Background: an optimization exercise with open tools, aiming at small area, a short achievable clock period and few clock cycles per item. Do not read the settings as production practice.
Function was checked by simulation only, so behaviour that the tests miss may differ from the original.
Power figures rest on the tool's default switching activity, not on a simulated workload.

Design alu_scalar_seq_module, start of the top module:
module alu_scalar_seq_module #(
    parameter int DATA_W = 8,
    parameter int DIM    = 5,
    localparam int NELEM = DIM * DIM,
    localparam int MAT_W = NELEM * DATA_W
) (
    input  logic              clk,
    input  logic              rst,
    input  logic              start,
    input  logic [MAT_W-1:0]  A_flat,
    input  logic [DATA_W-1:0] scalar,
    output logic [MAT_W-1:0]  C_flat,
    output logic              overflow_flag,
    output logic              busy,
    output logic              done
);
export LEC_CHECK = 0
export CAP_MARGIN = 20
export CORE_MARGIN = 2
export CORE_UTILIZATION = 40
export SETUP_SLACK_MARGIN = 4
export SLEW_MARGIN = 20
create_clock -name core_clock -period 9.0 [get_ports {clk}]
standard.sh (not shown) runs the stock make flow with config.mk's settings and CLKGATE_MAP_FILE= SYNTH_SCRIPT=/design/flow/synth_recipe.tcl, a recipe that flattens the netlist after the stock synthesis.
==> flow/flow/run.sh <==
#!/bin/bash
# The standard layout (standard.sh) with three changes:
# - no full-adder extraction before ABC (ADDER_MAP_FILE empty), so that ABC sees whole logic
#   cones and can time them;
# - ABC maps the logic with flow/abc_delay.script, a delay-oriented mapping, instead of ORFS's
#   abc_speed.script; the rest of the synthesis is synth_recipe.tcl unchanged;
# - the port buffers are the smallest plain buffer instead of the delay cell buffer_ports picks.
set -euo pipefail
here=$(pwd)
export ADDER_MAP_FILE=
export BUFFER_PORTS_ARGS="-buffer_cell sky130_fd_sc_hd__buf_1"
export MY_ABC_SCRIPT=$here/flow/abc_delay.script
{ head -n 1 synth_recipe.tcl; cat flow/abc_proc.tcl; tail -n +2 synth_recipe.tcl; } > flow_synth.tcl
sed "s|SYNTH_SCRIPT=[^ ]*|SYNTH_SCRIPT=$here/flow_synth.tcl|" standard.sh > flow_standard.sh
bash flow_standard.sh synth > synth.log 2>&1
bash standard.sh > layout.log 2>&1
==> flow/flow/abc_delay.script <==
strash
&get -n
&fraig -x
&put
scorr
dc2
strash
&get -n
&dch -f
&nf -p
&put
buffer -p
upsize
dnsize
stime -p
==> flow/flow/abc_proc.tcl <==
# ABC maps the logic with the script MY_ABC_SCRIPT names instead of ORFS's.
proc abc {args} {
  set i [lsearch -exact $args -script]
  if { $i >= 0 } { lset args [expr {$i + 1}] $::env(MY_ABC_SCRIPT) }
  yosys abc {*}$args
}
Testbench counts at the start, summed over its fixed seeds: cycles 1,920, items 960.
Then changed:
==> flow/flow/abc_delay.script (replaced) <==
strash
&get -n
&fraig -x
&put
scorr
dc2
strash
&get -n
&dch -f
&nf
&put
stime -p
=> Setup slack is worse by 0.017 ns; total power came out higher slightly; clock power came out higher by roughly a tenth; synthesized cell count came out lower by a few percent; maximum frequency came out lower slightly; global-route usage came out higher by 1.5 points; die area came out lower by a few percent; worst hold slack is worse by 0.0097 ns; synthesized area came out lower by a few percent; final cell count came out lower slightly; count of clock-buffer cells in the layout came out lower by 1.
Then changed:
--- a/flow/flow/run.sh
+++ b/flow/flow/run.sh
@@ -1,9 +1,11 @@
 #!/bin/bash
-# The standard layout (standard.sh) with three changes:
+# The standard layout (standard.sh) with three changes to how it is made:
 # - no full-adder extraction before ABC (ADDER_MAP_FILE empty), so that ABC sees whole logic
 #   cones and can time them;
-# - ABC maps the logic with flow/abc_delay.script, a delay-oriented mapping, instead of ORFS's
-#   abc_speed.script; the rest of the synthesis is synth_recipe.tcl unchanged;
+# - ABC maps the logic with flow/abc_delay.script (best-delay mapping with area and edge recovery, then
+#   ABC's own buffering and sizing) instead of ORFS's abc_speed.script; the rest of the
+#   synthesis is synth_recipe.tcl unchanged, so the registers are the standard synthesis's;
 # - the port buffers are the smallest plain buffer instead of the delay cell buffer_ports picks.
+# Each step's output goes to synth.log and layout.log here, and ORFS's own logs under orfs/logs.
 set -euo pipefail
 here=$(pwd)
==> flow/flow/abc_delay.script (replaced) <==
strash
&get -n
&fraig -x
&put
scorr
dc2
strash
&get -n
&dch -f
&nf -p -E 100
&put
buffer -p
upsize
dnsize
stime -p
SETUP_SLACK_MARGIN = 3.8   (was 4)
Total power drops by 3.7%.
Setup slack is worse by 0.15 ns.
Hold slack improves by 0.012 ns.
Global-route usage went down by 2.9 points.
Flip-flop and latch count does not change.
Final area fell by 4.7%.
Routed wire length is lower by 8.4%.
Then changed:
SETUP_SLACK_MARGIN = 4   (was 3.8)
Effect:
- via count came out higher by 1.0%
- design area came out higher by 1.2%
- area after synthesis stays the same
- sequential cell count does not change
- routed wire length came out higher by 2.6%
- clock power stays flat
- hold slack stays flat

-- afterwards: timing with drivers on the ports --
No port has a modelled driver above. Below, the same layouts with a new extraction and two added sets of constraints.
Step 1 sets driving cells, clkbuf_16 on the clock port and buf_2 on the other inputs (assumed; they add their load-dependent delay and slew).
Step 2 moves the port delays by t, midway between the first and last clock arrival at a register: inputs arrive t later, outputs are due t later. That takes back most of the time a late clock gives input paths.
Three values: ideal ports, drivers, drivers and shift; two values: the first two.
run	t (ns)	setup slack, ns	clock arrival spread, ns
the first run	0.637	4.011 / 4.034 / 3.397	0.019 / 0.020
the second run	0.621	3.994 / 4.021 / 3.400	0.024 / 0.024
the third run	0.614	3.840 / 3.816 / 3.202	0.022 / 0.022
the fourth run	0.616	4.085 / 4.112 / 3.496	0.020 / 0.020
After both steps every run listed still meets setup and hold. The setup slack of the third run, which loses most, moves by -0.024 ns with the drivers and by -0.638 ns with both steps.
